Background: an optimization exercise with open tools, aiming at small area, a short achievable clock period and few clock cycles per item. Do not read the settings as production practice.
RTL that was checked went through simulation tests only; none was proved equivalent to the original.
No activity file was given, so power comes from the tool's default toggle rates.

## v6
==> flow/design.v <==
`default_nettype none
module kalman_filter_mc #(
    parameter int DW    = 13,
    parameter int CH    = 3,
    parameter int CW    = 2,
    parameter int FRAC  = 12,
    parameter int Q_DEF = 1,
    parameter int R_DEF = 64,
    parameter int B     = 3           
) (
    input  logic              clk,
    input  logic              rst_n,
    input  logic              cfg_we,
    input  logic [DW-2:0]     q_cfg,
    input  logic [DW-2:0]     r_cfg,
    input  logic              clr,
    input  logic              in_valid,
    output logic              in_ready,
    input  logic [CW-1:0]     in_ch,
    input  logic signed [DW-1:0] in_data,
    output logic              out_valid,
    output logic [CW-1:0]     out_ch,
    output logic signed [DW-1:0] out_data
);
    localparam int PW  = DW - 1;            
    localparam int KW  = FRAC + 1;          
    localparam int DNW = PW + 2;            
    localparam int NIT = FRAC / B;          
    logic [PW-1:0] r_q, r_r;         
    logic [PW-1:0] r_qe, r_re;       
    logic          r_dirty;          
    logic signed [DW-1:0] r_x  [CH];
    logic [PW-1:0]        r_p  [CH];
    logic [CH-1:0]        r_seeded;
    logic [CH-1:0]        r_kv;         
    logic [KW-1:0]        r_m_k;        
    logic [PW-1:0]        r_m_pn;       
    logic [PW-1:0]        r_m_p;
    logic                 w_m_fx;       
    logic                 r_s_valid;
    logic [CW-1:0]        r_s_ch;
    logic signed [DW-1:0] r_s_z;
    logic                 r_in_ready;
    logic                 r_in_ready_o;     
    logic                 r_out_valid;
    logic [CW-1:0]        r_out_ch;
    logic signed [DW-1:0] r_out_data;
    logic                 r_e_busy;     
    logic                 r_e_mul;      
    logic [CW-1:0]        r_e_ch;
    logic [3:0]           r_e_cnt;
    logic [PW-1:0]        r_e_pf;
    logic [DNW-1:0]       r_e_den;
    logic [DNW-1:0]       r_e_rem;
    logic                 r_e_q12;
    logic [FRAC-1:0]      r_e_q;
    logic                 r_e_dz;       
    logic [CH-1:0]        r_s_oh;       
    logic [CH-1:0]        r_xsel;       
    logic                 r_ksel;       
    logic                 r_zsel;       
    logic                 r_csel;       
    logic                 w_s_seeded, w_s_kv, w_fire;
    logic signed [DW-1:0] w_ma, w_mb, w_msum;
    logic [FRAC-1:0]      w_k;
    logic signed [DW:0]   w_innov;
    logic signed [FRAC+DW+1:0] w_acc;
    always_comb begin
        w_s_seeded = |(r_s_oh & r_seeded);
        w_s_kv     = |(r_s_oh & r_kv);
        w_fire     = r_s_valid && !r_e_mul && (!w_s_seeded || w_s_kv);
        w_mb       = (DW'(r_e_pf) & {DW{r_e_mul}}) | (r_s_z & {DW{r_zsel}});
        w_k        = (r_e_q & {FRAC{r_e_mul}}) | (r_m_k[FRAC-1:0] & {FRAC{r_ksel}});
        for (int c = 0; c < CH; c++) begin
            w_mb    = w_mb | (r_x[c] & {DW{r_xsel[c]}});
        end
        w_ma       = r_s_z & {DW{!r_csel}};
        w_innov    = (DW+1)'(w_ma) - (DW+1)'(w_mb);
        w_acc      = $signed({w_mb, {FRAC{r_csel}}}) + $signed({1'b0, w_k}) * w_innov;
        w_msum     = w_acc[FRAC+DW-1:FRAC];
    end
    logic [DNW-1:0] w_rem [B+1];
    logic [B-1:0]   w_qb;
    logic [DNW:0]   w_t   [B];
    logic           w_e_last;
    logic [FRAC-1:0] w_e_q;
    logic [PW-1:0]  w_e_pn;
    always_comb begin
        w_rem[0] = r_e_rem;
        for (int i = 0; i < B; i++) begin
            w_t[i] = {w_rem[i], 1'b0} - {1'b0, r_e_den};
            w_qb[B-1-i] = !w_t[i][DNW] && !r_e_dz;
            w_rem[i+1]  = w_qb[B-1-i] ? w_t[i][DNW-1:0] : {w_rem[i][DNW-2:0], 1'b0};
        end
        w_e_last = (r_e_cnt == 1);
        w_e_q    = {r_e_q[FRAC-1-B:0], w_qb};
        w_e_pn   = w_msum[PW-1:0] & {PW{!r_e_q12}};
        w_m_fx   = (r_m_pn == r_m_p);
    end
    logic           w_l_go, w_l_spec, w_l_pre;
    logic [PW-1:0]  w_l_p;
    logic [PW:0]    w_l_psum;
    logic [PW-1:0]  w_l_pf;
    logic [DNW-1:0] w_l_den;
    logic           w_l_r0;
    logic           w_inval;
    logic           w_e_done;
    logic [PW-1:0]  w_e_p;
    logic [CH-1:0]  w_e_oh, w_peq;
    always_comb begin
        w_inval  = r_in_ready && r_dirty;
        w_e_done = r_e_mul;
        w_l_pre  = r_s_valid && w_s_seeded && !w_s_kv && r_e_busy && r_e_ch != r_s_ch && !w_inval;
        w_l_spec = w_fire && w_s_seeded && !w_m_fx && !r_e_busy && !w_inval;
        w_l_go   = (r_s_valid && w_s_seeded && !w_s_kv && !r_e_busy && !r_e_mul && !w_inval)
                   || w_l_pre || w_l_spec;
        w_l_p    = '0;
        w_e_p    = '0;
        for (int c = 0; c < CH; c++) begin
            w_e_oh[c] = (r_e_ch == CW'(c));
            w_l_p = w_l_p | (r_p[c] & {PW{r_s_oh[c] && !w_l_spec}});
            w_e_p = w_e_p | (r_p[c] & {PW{w_e_oh[c]}});
        end
        for (int c = 0; c < CH; c++)
            w_peq[c] = (r_p[c] == w_e_p);
        w_l_p    = w_l_p | (r_m_pn & {PW{w_l_spec}});
        w_l_psum = {1'b0, w_l_p} + {1'b0, r_qe};
        w_l_pf   = w_l_psum[PW] ? '1 : w_l_psum[PW-1:0];
        w_l_den  = DNW'(w_l_pf) + DNW'(r_re);
        w_l_r0   = (r_re == '0);
    end
    logic [CH-1:0] w_seeded_n, w_kv_n, w_ok_n;
    logic          w_e_abort, w_e_mul_n;
    always_comb begin
        w_e_abort = w_inval || w_l_pre || (w_fire && !w_s_seeded && r_s_ch == r_e_ch);
        w_e_mul_n = r_e_busy && w_e_last && !w_e_abort;
        for (int c = 0; c < CH; c++) begin
            w_seeded_n[c] = r_seeded[c] && !clr;
            w_kv_n[c]     = r_kv[c];
            if (w_e_done)
                w_kv_n[c] = !w_e_abort && w_peq[c];
            if (w_fire && r_s_ch == CW'(c)) begin
                w_seeded_n[c] = 1'b1;
                w_kv_n[c]     = w_s_seeded && w_m_fx;
            end
            if (w_inval)
                w_kv_n[c] = 1'b0;
            w_ok_n[c] = !w_e_mul_n && (!w_seeded_n[c] || w_kv_n[c]);
        end
    end
    logic w_rdy_n, w_rdy_o_n;
    always_comb begin
        if (r_in_ready)
            w_rdy_n = !in_valid || in_ch == 2'd3 || w_ok_n[in_ch];
        else
            w_rdy_n = !r_s_valid || w_fire || w_ok_n[r_s_ch];
        w_rdy_o_n = w_ok_n[r_in_ready ? in_ch : r_s_ch];
        if (r_in_ready ? (!in_valid || in_ch == 2'd3) : (!r_s_valid || w_fire))
            w_rdy_o_n = 1'b1;
    end
    logic [CH-1:0] w_oh_n, w_xsel_n;
    logic          w_k12_n, w_ksel_n;
    always_comb begin
        w_k12_n  = r_e_mul ? r_e_q12 : r_m_k[FRAC];
        w_ksel_n = |(w_oh_n & w_seeded_n) && !w_e_mul_n;
        for (int c = 0; c < CH; c++) begin
            w_oh_n[c]   = r_in_ready ? (in_ch == CW'(c)) : r_s_oh[c];
            w_xsel_n[c] = w_oh_n[c] && w_seeded_n[c] && !w_e_mul_n && !w_k12_n;
        end
    end
    always_ff @(posedge clk or negedge rst_n) begin
        if (!rst_n) begin
            r_qe        <= PW'(Q_DEF);
            r_re        <= PW'(R_DEF);
            r_dirty     <= 1'b0;
            r_seeded    <= '0;
            r_kv        <= '0;
            r_s_valid   <= 1'b0;
            r_in_ready  <= 1'b0;
            r_in_ready_o <= 1'b0;
            r_out_valid <= 1'b0;
            r_e_busy    <= 1'b0;
            r_e_mul     <= 1'b0;
        end else begin
            if (r_in_ready) begin
                if (r_dirty) begin
                    r_qe <= r_q;
                    r_re <= r_r;
                end
                r_dirty <= cfg_we;
            end else if (cfg_we) begin
                r_dirty <= 1'b1;
            end
            r_seeded    <= w_seeded_n;
            r_kv        <= w_kv_n;
            r_out_valid <= w_fire;
            if (r_in_ready)
                r_s_valid <= in_valid && (in_ch != 2'd3);
            else
                r_s_valid <= r_s_valid && !w_fire;
            r_in_ready <= w_rdy_n;
            r_in_ready_o <= w_rdy_o_n;
            if (w_l_go) begin
                r_e_busy <= 1'b1;
                r_e_mul  <= 1'b0;
            end else if (w_e_abort) begin
                r_e_busy <= 1'b0;
                r_e_mul  <= 1'b0;
            end else if (r_e_busy && w_e_last) begin
                r_e_busy <= 1'b0;
                r_e_mul  <= 1'b1;
            end else if (w_e_done) begin
                r_e_mul  <= 1'b0;
            end
        end
    end
    always_ff @(posedge clk) begin
        if (cfg_we) begin
            r_q <= q_cfg;
            r_r <= r_cfg;
        end
        if (r_in_ready) begin
            r_s_z  <= in_data;
            r_s_ch <= in_ch;
        end
        for (int c = 0; c < CH; c++)
            if (w_fire && r_s_oh[c]) begin
                r_x[c] <= w_msum;
                r_p[c] <= w_s_seeded ? r_m_pn : r_re;
            end
        r_out_ch   <= r_s_ch;
        r_out_data <= w_msum;
        r_s_oh     <= w_oh_n;
        r_xsel     <= w_xsel_n;
        r_ksel     <= w_ksel_n;
        r_zsel     <= !w_e_mul_n && !(|w_xsel_n);
        r_csel     <= !(|w_xsel_n);
        if (w_e_done) begin
            r_m_k  <= {r_e_q12, r_e_q};
            r_m_pn <= w_e_pn;
            r_m_p  <= w_e_p;
        end
        if (w_l_go) begin
            r_e_ch  <= r_s_ch;
            r_e_cnt <= 4'(NIT);
            r_e_pf  <= w_l_pf;
            r_e_den <= w_l_den;
            r_e_dz  <= (w_l_den == '0);
            r_e_rem <= w_l_r0 ? '0 : DNW'(w_l_pf);
            r_e_q12 <= w_l_r0 && w_l_pf != '0;
        end else begin
            r_e_cnt <= r_e_cnt - 1'b1;
            r_e_rem <= w_rem[B];
            if (r_e_busy)
                r_e_q <= w_e_q;
        end
    end
    assign in_ready  = r_in_ready_o;
    assign out_valid = r_out_valid;
    assign out_ch    = r_out_ch;
    assign out_data  = r_out_data;
endmodule
`default_nettype wire
==> flow/config.mk <==
export PLATFORM = sky130hd
export DESIGN_NAME = kalman_filter_mc
export DESIGN_NICKNAME = kalman_filter_mc
export VERILOG_FILES = /design/flow/design.v
export SDC_FILE = /design/flow/constraint.sdc
export NUM_CORES = 4
export LEC_CHECK = 0
export CAP_MARGIN = 20
export CORE_MARGIN = 2
export CORE_UTILIZATION = 40
export CTS_CLUSTER_DIAMETER = 300
export CTS_CLUSTER_SIZE = 20
export SLEW_MARGIN = 20
==> flow/constraint.sdc <==
create_clock -name core_clock -period 50.0 [get_ports {clk}]
set_input_delay 10.0000 -clock core_clock [delete_from_list [all_inputs] [get_ports {clk}]]
set_output_delay 10.0000 -clock core_clock [all_outputs]
set_load 0.01 [all_outputs]
standard.sh (not shown) runs the stock make flow with config.mk's settings and CLKGATE_MAP_FILE= SYNTH_SCRIPT=/design/flow/synth_recipe.tcl, a recipe that flattens the netlist after the stock synthesis.
==> flow/flow/run.sh <==
#!/bin/bash
set -euo pipefail
bash standard.sh "BUFFER_PORTS_ARGS=-buffer_cell sky130_fd_sc_hd__buf_2" finish > flow_make.log 2>&1
diff inputs: v6 => v7
--- a/flow/design.v
+++ b/flow/design.v
@@ -96,9 +96,9 @@
         w_e_q    = {r_e_q[FRAC-1-B:0], w_qb};
         w_e_pn   = w_msum[PW-1:0] & {PW{!r_e_q12}};
         w_m_fx   = (r_m_pn == r_m_p);
     end
-    logic           w_l_go, w_l_spec, w_l_pre;
+    logic           w_l_go;
     logic [PW-1:0]  w_l_p;
     logic [PW:0]    w_l_psum;
     logic [PW-1:0]  w_l_pf;
     logic [DNW-1:0] w_l_den;
@@ -109,31 +109,27 @@
     logic [CH-1:0]  w_e_oh, w_peq;
     always_comb begin
         w_inval  = r_in_ready && r_dirty;
         w_e_done = r_e_mul;
-        w_l_pre  = r_s_valid && w_s_seeded && !w_s_kv && r_e_busy && r_e_ch != r_s_ch && !w_inval;
-        w_l_spec = w_fire && w_s_seeded && !w_m_fx && !r_e_busy && !w_inval;
-        w_l_go   = (r_s_valid && w_s_seeded && !w_s_kv && !r_e_busy && !r_e_mul && !w_inval)
-                   || w_l_pre || w_l_spec;
+        w_l_go   = r_s_valid && w_s_seeded && !w_s_kv && !r_e_busy && !r_e_mul && !w_inval;
         w_l_p    = '0;
         w_e_p    = '0;
         for (int c = 0; c < CH; c++) begin
             w_e_oh[c] = (r_e_ch == CW'(c));
-            w_l_p = w_l_p | (r_p[c] & {PW{r_s_oh[c] && !w_l_spec}});
+            w_l_p = w_l_p | (r_p[c] & {PW{r_s_oh[c]}});
             w_e_p = w_e_p | (r_p[c] & {PW{w_e_oh[c]}});
         end
         for (int c = 0; c < CH; c++)
             w_peq[c] = (r_p[c] == w_e_p);
-        w_l_p    = w_l_p | (r_m_pn & {PW{w_l_spec}});
         w_l_psum = {1'b0, w_l_p} + {1'b0, r_qe};
         w_l_pf   = w_l_psum[PW] ? '1 : w_l_psum[PW-1:0];
         w_l_den  = DNW'(w_l_pf) + DNW'(r_re);
         w_l_r0   = (r_re == '0);
     end
     logic [CH-1:0] w_seeded_n, w_kv_n, w_ok_n;
     logic          w_e_abort, w_e_mul_n;
     always_comb begin
-        w_e_abort = w_inval || w_l_pre || (w_fire && !w_s_seeded && r_s_ch == r_e_ch);
+        w_e_abort = w_inval || (w_fire && !w_s_seeded && r_s_ch == r_e_ch);
         w_e_mul_n = r_e_busy && w_e_last && !w_e_abort;
         for (int c = 0; c < CH; c++) begin
             w_seeded_n[c] = r_seeded[c] && !clr;
             w_kv_n[c]     = r_kv[c];
Notes after the runs:
- The area growth from synthesis to layout in v7 sits 0.15 points below the value recorded for v6.
- Cmp v6 and v7 / share of power burned in combinational logic / lower: v6
- v7 vs v6, instance count: v7 lower
- Cell area, v6 and v7, lower one = v7.
- The number of cells after detailed placement in v7 sits about 1.1% below the value recorded for v6.
Testbench counts of v7, summed over its fixed seeds: cycles 13,630, items 12,000.
For v6, only the layout was checked, not whether the RTL still works.

==> re-timing with driven ports <==
The flow's constraints put no driver on any port. The routed layouts listed below were extracted and timed again, unchanged, in two steps.
Step 1 assumes that a clkbuf_16 drives the clock port and a buf_2 every other input.
Step 2 adds t to the input delays and takes it off the output delays; t is the mean of the earliest and latest rising clock arrival at the registers after step 1. Input paths then give back, and output paths get back, about the clock's delay inside the block.
Slacks: ideal / step 1 / step 2; pairs: ideal / step 1.
run	t (ns)	slack for setup (ns)	latest minus earliest clock arrival (ns)	worst slew at a driven data input, ns	pins driven straight from the clock port
v6	0.556	38.797 / 38.797 / 38.429	0.031 / 0.031	0.05	1
v7	0.562	38.951 / 38.899 / 38.781	0.033 / 0.033	0.05	1
After both steps every run listed still meets setup and hold. For v6, which loses most, drivers alone change the setup slack by 0.000 ns; drivers and shift together by -0.368 ns.
